Context: an optimization exercise on an open-source flow, tuned for small area. The choices shown serve that exercise and are no tape-out recipe.
Only simulation tests tie the RTL to the original design; equivalence was not proved.
Power figures rest on the tool's default switching activity, not on a simulated workload.

==> flow/config.mk <==
export PLATFORM = sky130hd
export DESIGN_NAME = data_mem_responder
export DESIGN_NICKNAME = data_mem_responder
export VERILOG_FILES = /design/flow/design.v
export SDC_FILE = /design/flow/constraint.sdc
export NUM_CORES = 4
export LEC_CHECK = 0
export CAP_MARGIN = 20
export CORE_MARGIN = 2
export CORE_UTILIZATION = 40
export SLEW_MARGIN = 20
==> flow/constraint.sdc <==
create_clock -name core_clock -period 5.5 [get_ports {clk}]
set_input_delay 1.1000 -clock core_clock [delete_from_list [all_inputs] [get_ports {clk}]]
set_output_delay 1.1000 -clock core_clock [all_outputs]
set_load 0.01 [all_outputs]
==> flow/design.v <==
`default_nettype none
package cpu_pkg;
  localparam logic [1:0] c_IDLE = 2'd0;
  localparam logic [1:0] c_WAIT = 2'd1;
  localparam logic [1:0] c_RESP = 2'd2;
  localparam int c_DEF_WAIT_CYCLES = 2;
  localparam int c_DEF_DEPTH       = 32;
  localparam int c_DW_SHIFT = 3;
  function automatic logic addr_error(input logic [63:0] addr, input int depth);
    logic [63:0] idx;
    idx = addr >> c_DW_SHIFT;
    addr_error = (addr[c_DW_SHIFT-1:0] != '0) || (idx >= 64'(depth));
  endfunction
endpackage
`default_nettype wire
`default_nettype none
module dmem_array
#(
  parameter int DEPTH   = cpu_pkg::c_DEF_DEPTH,
  parameter int INDEX_W = (DEPTH > 1) ? $clog2(DEPTH) : 1
) (
  input  logic               clk,
  input  logic               reset,
  input  logic               we,
  input  logic [INDEX_W-1:0] waddr,
  input  logic [63:0]        wdata,
  input  logic [INDEX_W-1:0] raddr,
  output logic [63:0]        rdata
);
  logic [63:0] r_mem [DEPTH];
  always_ff @(posedge clk or posedge reset) begin
    if (reset) begin
      for (int i = 0; i < DEPTH; i++) begin
        r_mem[i] <= '0;
      end
    end else if (we) begin
      r_mem[waddr] <= wdata;
    end
  end
  assign rdata = r_mem[raddr];
endmodule
`default_nettype wire
`default_nettype none
module data_mem_responder
#(
  parameter int DEPTH       = cpu_pkg::c_DEF_DEPTH,
  parameter int WAIT_CYCLES = cpu_pkg::c_DEF_WAIT_CYCLES
) (
  input  logic        clk,
  input  logic        reset,
  input  logic        req_valid,
  input  logic        req_write,
  input  logic [63:0] req_addr,
  input  logic [63:0] req_wdata,
  output logic        req_ready,
  output logic        rsp_valid,
  input  logic        rsp_ready,
  output logic [63:0] rsp_rdata,
  output logic        rsp_error,
  output logic        busy
);
  localparam int         c_INDEX_W   = (DEPTH > 1) ? $clog2(DEPTH) : 1;
  localparam logic [3:0] c_WAIT_LOAD = 4'(WAIT_CYCLES);
  localparam bit         c_ZERO_WAIT = (WAIT_CYCLES == 0);
  logic [1:0]  r_state;
  logic [3:0]  r_cnt;
  logic        r_write;
  logic [63:0] r_addr;
  logic [63:0] r_wdata;
  logic        r_rsp_valid;
  logic [63:0] r_rsp_rdata;
  logic        r_rsp_error;
  logic                 w_idle;
  logic                 w_accept;
  logic                 w_txn_write;
  logic [63:0]          w_txn_addr;
  logic [63:0]          w_txn_wdata;
  logic                 w_txn_error;
  logic [c_INDEX_W-1:0] w_txn_index;
  logic                 w_to_resp;
  logic                 w_mem_we;
  logic [63:0]          w_mem_rdata;
  assign w_idle   = (r_state == cpu_pkg::c_IDLE);
  assign w_accept = req_valid && w_idle;
  assign w_txn_write = w_idle ? req_write : r_write;
  assign w_txn_addr  = w_idle ? req_addr  : r_addr;
  assign w_txn_wdata = w_idle ? req_wdata : r_wdata;
  assign w_txn_error = cpu_pkg::addr_error(w_txn_addr, DEPTH);
  assign w_txn_index = w_txn_addr[cpu_pkg::c_DW_SHIFT +: c_INDEX_W];
  assign w_to_resp = (w_accept && c_ZERO_WAIT) ||
                     ((r_state == cpu_pkg::c_WAIT) && (r_cnt <= 4'd1));
  assign w_mem_we = w_to_resp && w_txn_write && !w_txn_error;
  dmem_array #(
    .DEPTH   (DEPTH),
    .INDEX_W (c_INDEX_W)
  ) u_dmem_array (
    .clk   (clk),
    .reset (reset),
    .we    (w_mem_we),
    .waddr (w_txn_index),
    .wdata (w_txn_wdata),
    .raddr (w_txn_index),
    .rdata (w_mem_rdata)
  );
  always_ff @(posedge clk or posedge reset) begin
    if (reset) begin
      r_state     <= cpu_pkg::c_IDLE;
      r_cnt       <= '0;
      r_write     <= 1'b0;
      r_addr      <= '0;
      r_wdata     <= '0;
      r_rsp_valid <= 1'b0;
      r_rsp_rdata <= '0;
      r_rsp_error <= 1'b0;
    end else begin
      case (r_state)
        cpu_pkg::c_IDLE: begin
          if (w_accept) begin
            r_write <= req_write;
            r_addr  <= req_addr;
            r_wdata <= req_wdata;
            if (c_ZERO_WAIT) begin
              r_state <= cpu_pkg::c_RESP;
            end else begin
              r_state <= cpu_pkg::c_WAIT;
              r_cnt   <= c_WAIT_LOAD;
            end
          end
        end
        cpu_pkg::c_WAIT: begin
          r_cnt <= r_cnt - 4'd1;
          if (w_to_resp) begin
            r_state <= cpu_pkg::c_RESP;
          end
        end
        cpu_pkg::c_RESP: begin
          if (rsp_ready) begin
            r_state     <= cpu_pkg::c_IDLE;
            r_rsp_valid <= 1'b0;
            r_rsp_rdata <= '0;
            r_rsp_error <= 1'b0;
          end
        end
        default: begin
          r_state <= cpu_pkg::c_IDLE;
        end
      endcase
      if (w_to_resp) begin
        r_rsp_valid <= 1'b1;
        r_rsp_error <= w_txn_error;
        r_rsp_rdata <= (w_txn_write || w_txn_error) ? 64'd0 : w_mem_rdata;
      end
    end
  end
  assign req_ready = w_idle;
  assign busy      = !w_idle;
  assign rsp_valid = r_rsp_valid;
  assign rsp_rdata = r_rsp_rdata;
  assign rsp_error = r_rsp_error;
endmodule
`default_nettype wire
==> flow/run.sh <==
#!/bin/bash
# synth_recipe.tcl (not shown) runs the flow's synth.tcl, then flattens the netlist and writes it again
# the make line also repeats each setting of config.mk as NAME=value (left out here)
make -C /OpenROAD-flow-scripts/flow DESIGN_CONFIG=/design/flow/config.mk WORK_HOME=/design/flow/orfs CLKGATE_MAP_FILE= SYNTH_SCRIPT=/design/flow/synth_recipe.tcl finish
==> results of run 1 <==
-- layout make-up --
type                       count  area [um2]  area share (%)
sequential                  2249       56300            51.5
tap                         3150        3940            3.61
clock buffer                 348        6920            6.33
inverter                       5        30.0          0.0275
antenna                       23        57.6          0.0527
timing repair buffer         604        6280            5.74
clock inverter                93        1070           0.976
multi-input combinational   6557       34700            31.8
-- worst reg2reg max path, cell delays in order (launching register included) --
cell     delay (ns)
dfrtp_1        0.68
or2_1          0.45
inv_8          0.39
o31a_1         0.78
buf_4          0.30
nor3_4         0.05
buf_4          0.26
nand3_4        0.12
buf_4          0.60
buf_4          0.62
o21ai_0        0.20
-- cell usage after synthesis, types with 11 or more instances --
cell / count / area (um2)
a211oi_1: 11 / 82.6
a21oi_1: 58 / 290
a221oi_1: 73 / 639
a222oi_1: 13 / 130
a22o_1: 100 / 876
a22oi_1: 610 / 4580
a2bb2oi_1: 23 / 201
a32oi_1: 24 / 210
and3_1: 27 / 169
and4_1: 27 / 236
buf_1: 48 / 180
buf_2: 285 / 1430
buf_4: 22 / 165
clkbuf_1: 598 / 2240
dfrtp_1: 2249 / 56300
mux2_2: 12 / 135
mux2i_1: 96 / 961
nand2_1: 2624 / 9850
nand3_1: 135 / 676
nand4_1: 213 / 1330
nor2_1: 80 / 300
nor3_1: 33 / 165
nor3_2: 15 / 150
nor4_1: 56 / 350
o211ai_1: 11 / 82.6
o21ai_0: 1844 / 9230
o21ai_1: 273 / 1370
o22ai_1: 17 / 106
o2bb2ai_1: 20 / 175
o31a_1: 21 / 184
o31ai_1: 18 / 135
or4_1: 14 / 105
-- cells by family (layout without fill, tap and decap cells) --
kind of cell | after synthesis | count (layout)
compound gates | 3178 | 3178
xor+xnor | 1 | 1
fa+ha+maj | 2 | 2
buf+inv | 966 | 1050
flops | 2249 | 2249
mux | 108 | 108
other cells | 0 | 23
simple gates | 3268 | 3268
-- power by group through the flow --
| stage | Combinational, mW | Clock [mW] | Sequential [mW] |
|---|---|---|---|
| floorplan | 6.03 | 0 | 17.7 |
| global placement | 12.6 | 0 | 17.7 |
| detailed placement | 12.6 | 0 | 17.7 |
| CTS | 12.7 | 16.5 | 17.4 |
| global route | 13.4 | 17.2 | 17.5 |
| finish | 13.2 | 16.4 | 17.4 |
-- worst max-delay path by stage --
stage,to,slack (ns)
finish,req_ready,0.56
global route,req_ready,0.53
CTS,req_ready,0.56
detailed placement,r_rsp_rdata[11],0.62
global placement,r_rsp_rdata[11],0.61
floorplan,r_addr[0],-26.85
-- sequential cells by signal, indices dropped and copies added, names as in the netlist --
| name | cells |
|---|---|
| r_write | 1 |
| r_rsp_error | 1 |
| r_cnt | 4 |
| r_rsp_rdata | 64 |
| u_dmem_array.r_mem | 2048 |
| r_addr | 64 |
| r_rsp_valid | 1 |
| r_state | 2 |
| r_wdata | 64 |
-- layer usage --
layer	up-vias	wire (um)	global-route usage, %
met5	-	138	0
met4	20	24400	18.0
met3	1239	44400	8.60
met2	4972	170000	48.3
met1	40000	155000	43.9
li1	34000	-	-
==> reports/metrics.yaml, run 1 <==
sta:
  slew_violations: 0
  tightest_slew_ns: 1.24
  period_needed_ns: 4.94
  finalSetupTns_ns: 0
  fin_hold_ws_ns: 0.474
  fin_ws_ns: 0.558
  hold_viol: 0
  setup_violations: 0
  fin_crit_sh_pct: 89.9
  clock_skew_ns: 0.0818
  rsz0062_at_grt: "false"
  slew_headroom_pct: 17.3
  fmax_mhz: 202
pwr:
  power.density_nw_per_um2: 429
  share_comb_of_total_power_pct: 28.0
  seq_power_share_pct: 37.1
  p_sw_mw: 18.1
  p_sw_share_pct: 38.5
  ir_drop_mv: 0.418
  power.share.clock_pct: 34.9
  p_leak_nw: 47.9
  power.total_mw: 46.9
  p_int_mw: 28.9
floorplanning:
  rows: 178
  dieArea_um2: 239000
  die_y_um: 489
  die_x_um: 489
  core_region_area_um2: 235000
  ios: 201
  initial_utilization_pct: 40.1
place:
  placed_cells: 12600
  gp_congestion: 0.889
  hpwl_mm: 229
  dp_slack_ns: 0.619
  dpl_cell_area_um2: 101000
  numPortBuffers: 200
synth:
  synthesis.area_um2: 94200
  synth_compound_area_share_pct: 20.0
  syn_inst: 9772
  synth-simple-area-share_pct: 14.6
  synth.ff_latch_count: 2249
  synthXorXnorAreaFrac_pct: 0.00930
  synthArstFlopShare_pct: 100
  ys_seq_area_share_pct: 59.8
  synth-adder-area-share_pct: 0.0266
  ys.flop_type: "dfrtp_1"
  synth-edff-count: 0
  synth_top_family_by_area: "compound AO/OA/AOI/OAI gates"
  avgSynthCellArea_um2: 9.64
  synth.distinct_cells: 74
  ys_warn_count: 3
  synth_nets: 9907
  muxShareOfSynthArea_pct: 1.16
detailed_routing:
  detail_route.wl_per_cell_um: 30.2
  avgViaCountPerCell: 6.16
  drt_pre_antenna_iters: 7
  drt_iter0_markers: 11600
  vias: 80200
  wl_mm: 394
  antenna_left: 0
  drc: 0
job:
  maxCapViolations: 0
cells_and_area:
  utilization_pct: 46.6
  areaGrowthSynthToFinish_pct: 16.1
  mostFrequentLayoutCells: "nand2_1 (2619), dfrtp_1 (2249), o21ai_0 (1841)"
  mostFrequentLayoutCell: "nand2_1"
  fin_area_um2: 109000
  finalNonFillerCells: 13000
  drive_above_1_share_pct: 9.82
  nets: 9784
  final.fill_count: 22000
clock_network:
  cts_tree: "done"
  clock_tree.root_cell: "clkbuf_16"
  hold_buffers: 0
  cts_made_buffers: 232
  post_cts.repair.setup_buffers: 0
  cts.clk_slew.worst_paths_ns: 0.06
  cts_sinks: 2249
  htreeDepth: 4
  cts_max_path_buffers: 3
  cts_resized: 0
  clk_latency_ns: 0.95
critical_path:
  required_ns: 4.40
  regToRegSetupSlack_ns: 0.92
  r2r-end: "u_dmem_array.r_mem[28][33]"
  rr_worst_depth: 10
  critPathArrivalTime_ns: 3.84
  critical_path_class: "flop to output port"
  slowest_delay_ns: 0.68
  worstSetupStartpointType: "flop"
  cp_slowest_cell: "dfrtp_1"
  worst_r2r_startpoint: "r_state[1]"
  path_depth: 4
  path_delay_family: "buffers and inverters"
  critPathLaunch: "r_state[1]"
  path_cells: "or2_1 -> inv_8 -> buf_4 -> clkdlybuf4s50_1"
  end_kind: "output port"
  crit_fanout: 38
  crit_buf_inv: 3
worst_hold_path:
  holdPathStages: 2
  min_to: "r_addr[34]"
  hold_path_class: "flop to flop"
  min-delay-start: "r_addr[34]"
run_status:
  outcome: "no timing/DRC/antenna violations"
grt:
  overflow: 0
  grt_pass1_wl_mm: 564
  grt_max_degree: 141
  grt_antenna_before_repair: 24
  grt_pass1_vias: 76700
  grt_usage_pct: 32.7
==> inputs of run 2 (changes only) <==
==> flow/design.v (replaced) <==
`default_nettype none
package cpu_pkg;
  localparam int c_DEF_DEPTH = 32;
endpackage
`default_nettype wire
`default_nettype none
module dmem_array (
  input  logic        clk,
  input  logic        reset,
  input  logic        we,
  input  logic [4:0]  waddr,
  input  logic [63:0] wdata,
  input  logic        re,
  input  logic [4:0]  raddr,
  output logic [63:0] rdata
);
  logic [31:0][63:0] r_mem;
  logic [31:0]       r_written;
  logic [31:0]       w_wsel;
  logic [31:0]       w_rsel;
  for (genvar i = 0; i < 32; i++) begin : g_word
    assign w_wsel[i] = we && (waddr == 5'(i));
    assign w_rsel[i] = re && r_written[i] && (raddr == 5'(i));
    always_ff @(posedge clk) begin
      if (w_wsel[i]) begin
        r_mem[i] <= wdata;
      end
    end
  end
  always_ff @(posedge clk or posedge reset) begin
    if (reset) begin
      r_written <= '0;
    end else begin
      r_written <= r_written | w_wsel;
    end
  end
  always_comb begin
    rdata = '0;
    for (int i = 0; i < 32; i++) begin
      rdata = rdata | ({64{w_rsel[i]}} & r_mem[i]);
    end
  end
endmodule
`default_nettype wire
`default_nettype none
module data_mem_responder (
  input  logic        clk,
  input  logic        reset,
  input  logic        req_valid,
  input  logic        req_write,
  input  logic [63:0] req_addr,
  input  logic [63:0] req_wdata,
  output logic        req_ready,
  output logic        rsp_valid,
  input  logic        rsp_ready,
  output logic [63:0] rsp_rdata,
  output logic        rsp_error,
  output logic        busy
);
  localparam logic [1:0] c_IDLE  = 2'b00;
  localparam logic [1:0] c_WAIT1 = 2'b01;
  localparam logic [1:0] c_WAIT2 = 2'b11;
  localparam logic [1:0] c_RESP  = 2'b10;
  logic [1:0] r_state;
  logic [4:0] r_idx;
  logic       r_err;
  logic       r_load;
  logic w_idle;
  logic w_resp;
  logic w_err;
  logic w_we;
  assign w_idle = (r_state == c_IDLE);
  assign w_resp = (r_state == c_RESP);
  assign w_err  = (|req_addr[2:0]) || (|req_addr[63:8]);
  assign w_we   = w_idle && req_valid && req_write && !w_err;
  always_ff @(posedge clk or posedge reset) begin
    if (reset) begin
      r_state <= c_IDLE;
    end else begin
      case (r_state)
        c_IDLE:  if (req_valid) r_state <= c_WAIT1;
        c_WAIT1: r_state <= c_WAIT2;
        c_WAIT2: r_state <= c_RESP;
        default: if (rsp_ready) r_state <= c_IDLE;
      endcase
    end
  end
  always_ff @(posedge clk) begin
    if (w_idle) begin
      r_idx  <= req_addr[7:3];
      r_err  <= w_err;
      r_load <= !req_write && !w_err;
    end
  end
  dmem_array u_dmem_array (
    .clk   (clk),
    .reset (reset),
    .we    (w_we),
    .waddr (req_addr[7:3]),
    .wdata (req_wdata),
    .re    (w_resp && r_load),
    .raddr (r_idx),
    .rdata (rsp_rdata)
  );
  assign req_ready = w_idle;
  assign busy      = !w_idle;
  assign rsp_valid = w_resp;
  assign rsp_error = w_resp && r_err;
endmodule
`default_nettype wire
==> reports/metrics.yaml, run 2 <==
run_status:
  outcome: "no timing/DRC/antenna violations"
sta:
  fmax_mhz: 182
  clock_skew_ns: 0.0417
  period_needed_ns: 5.49
  fin_crit_sh_pct: 99.8
  slew_headroom_pct: 24.6
  setup_violations: 0
  slew_violations: 0
  tightest_slew_ns: 1.13
  rsz0062_at_grt: "true"
  hold_viol: 0
  fin_ws_ns: 0.0102
  finalSetupTns_ns: 0
grt:
  grt_pass1_vias: 43100
  grt_usage_pct: 25.7
  grt_max_degree: 65
  grt_pass1_wl_mm: 346
  overflow: 0
  grt_antenna_before_repair: 17
critical_path:
  worstSetupStartpointType: "flop"
  critPathArrivalTime_ns: 4.39
  crit_fanout: 13
  rr_worst_depth: 5
  r2r-end: "u_dmem_array.r_mem[969]"
  regToRegSetupSlack_ns: 2.54
  required_ns: 4.40
  worst_r2r_startpoint: "r_state[0]"
  path_cells: "and4b_4 -> a222oi_1 -> a21oi_1 -> nor3_2 -> nand4_1 -> clkdlybuf4s50_1"
  critical_path_class: "flop to output port"
  end_kind: "output port"
  cp_slowest_cell: "a222oi_1"
  slowest_delay_ns: 0.89
cells_and_area:
  multi_input_area_um2: 12300
  drive_above_1_share_pct: 13.5
  areaGrowthSynthToFinish_pct: 17.2
  largest_register_ffs: 2048
  mostFrequentLayoutCell: "edfxtp_1"
  fin_area_um2: 88400
  final.fill_count: 15500
  mostFrequentLayoutCells: "edfxtp_1 (2055), a22oi_1 (533), a222oi_1 (245)"
  regMostFlops: "u_dmem_array.r_mem"
  nets: 4467
  reg.largest.list: "u_dmem_array.r_mem: 2048 flops, u_dmem_array.r_written: 32 flops, r_idx: 5 flops"
  seq_area_um2: 62600
clock_network:
  cts_sinks: 2089
  cts_max_path_buffers: 3
  cts_made_buffers: 194
  cts_tree: "done"
  clk_latency_ns: 0.85
  htreeDepth: 4
  cts.clk_slew.worst_paths_ns: 0.06
  clock_tree.root_cell: "clkbuf_16"
place:
  dp_slack_ns: 0.561
  numPortBuffers: 200
  gp_congestion: 0.822
  dpl_cell_area_um2: 82300
  hpwl_mm: 135
synth:
  synth.distinct_cells: 60
  synthesis.area_um2: 75400
  synth_area_leaders: "edfxtp_1 (82%), a22oi_1 (5.3%), a222oi_1 (3.3%)"
  synth_nets: 4135
  synth-edff-count: 2055
  synthArstFlopShare_pct: 1.63
  syn_inst: 4002
  yosys.area.top_type: "edfxtp_1"
  ys.flop_type: "edfxtp_1"
  synthTopCellsByCount: "edfxtp_1 (2055), a22oi_1 (533), a222oi_1 (245)"
  synth.ff_latch_count: 2089
  synth_top_area_share_pct: 81.9
  ys_seq_area_share_pct: 83.0
  ys_warn_count: 2
  synth.most_common_cell: "edfxtp_1"
  avgSynthCellArea_um2: 18.8
detailed_routing:
  vias: 45100
  wl_mm: 252
  antenna_left: 0
  drt_iter0_markers: 8465
  avgViaCountPerCell: 6.43
  detail_route.wl_per_cell_um: 36.0
  drt_pre_antenna_iters: 9
  drc: 0
floorplanning:
  core_region_area_um2: 188000
  initial_utilization_pct: 40.2
  dieArea_um2: 192000
  rows: 159
  die_y_um: 438
  die_x_um: 438
  ios: 201
pwr:
  ir_drop_mv: 0.240
  p_leak_nw: 26.1
  power.density_nw_per_um2: 358
job:
  maxCapViolations: 0
worst_hold_path:
  holdPathStages: 1
  min_to: "u_dmem_array.r_written[12]"
  hold_path_class: "flop to flop"
  min-delay-start: "u_dmem_array.r_written[12]"
-- run 2: routing by layer --
| metal | share of wire [%] | routed length [um] | vias up | track usage, % |
|---|---|---|---|---|
| li1 | - | - | 17900 | - |
| met1 | 38 | 95600 | 23500 | 35.2 |
| met2 | 47 | 118000 | 3180 | 40.8 |
| met3 | 11 | 29000 | 469 | 5.24 |
| met4 | 3.8 | 9620 | 16 | 9.29 |
| met5 | 0.041 | 104 | - | 0 |
-- run 2: through the flow --
stage               power, mW  cells  hold slack [ns]  util, %
floorplan                18.1   4002            0.434        -
global placement         18.8   6625            0.450     43.9
detailed placement       18.8   6625            0.458     43.9
CTS                      31.7   6996            0.475     47.2
global route             32.3   7000            0.484     47.1
finish                   31.6   7004            0.474     47.1
-- run 2: how the worst max path moves through the flow --
stage / endpoint / slack (ns) / depth (start not counted) / start
2_1_floorplan: u_dmem_array.r_mem[1088] / -0.13 / 5 / req_addr[44]
3_3_place_gp: rsp_rdata[62] / 0.65 / 6 / r_idx[4]
3_5_place_dp: rsp_rdata[59] / 0.56 / 8 / r_idx[4]
4_1_cts: rsp_rdata[0] / 0.004 / 6 / r_state[0]
5_1_grt: rsp_rdata[62] / -0.02 / 7 / r_idx[3]
6_report: rsp_rdata[62] / 0.01 / 6 / u_dmem_array.r_written[20]
-- run 2: critical path, delay by kind of cell, from the launching register on --
kind / cells / cell delay, ns
buf+inv: 1 / 0.62
compound gates: 2 / 1.09
simple gates: 3 / 1.26
flops: 1 / 0.58
-- run 2: layout make-up --
class                      instances  share of cell area [%]
sequential                      2089                    70.8
multi-input combinational       1625                    13.9
clock buffer                     240                    5.77
timing repair buffer             419                    4.84
tap                             2495                    3.53
clock inverter                   125                    1.15
inverter                           5                  0.0212
antenna                            6                  0.0170
-- run 2: what timing repair did --
action	in CTS	in global routing
endpoints found under the setup margin	24	6
hold buffers	0	0
resized for setup	3	4
buffers inserted	5	0
cloned	1	0
pin swaps	2	1
-- run 2: logic make-up after synthesis --
family	count (synthesis)	synth area share (%)
AO/OA/AOI/OAI	1218	12.5
buffers and inverters	289	1.52
flip-flops	2089	83.0
AND/OR/NAND/NOR	406	2.95
-- run 2: power breakdown --
group          switching, mW  internal [mW]
Sequential            0.0243           17.5
Clock                   5.90           7.17
Combinational          0.748          0.261

## afterwards: timing with drivers on the ports
How much do the figures lean on ideal ports? The routed layouts below were timed once more, with nothing changed but the port constraints. Step 1, drivers: a clkbuf_16 drives clk and a buf_2 each remaining input, both assumed. Step 2 also shifts input and output timing later by t, the mid clock arrival at the registers, as if the neighbouring blocks saw the same clock. a / b / c = no drivers / after step 1 / after step 2; a / b = the first two.
run | shift t [ns] | setup slack, ns | worst slew at a driven data input, ns
run 1 | 0.996 | 0.558 / 0.474 / 0.293 | 0.25
run 2 | 0.907 | 0.010 / -0.076 / 0.831 | 0.16
After both steps setup and hold are still met in every run listed. The setup slack of run 1, which loses most, moves by -0.084 ns with the drivers and by -0.265 ns with both steps.
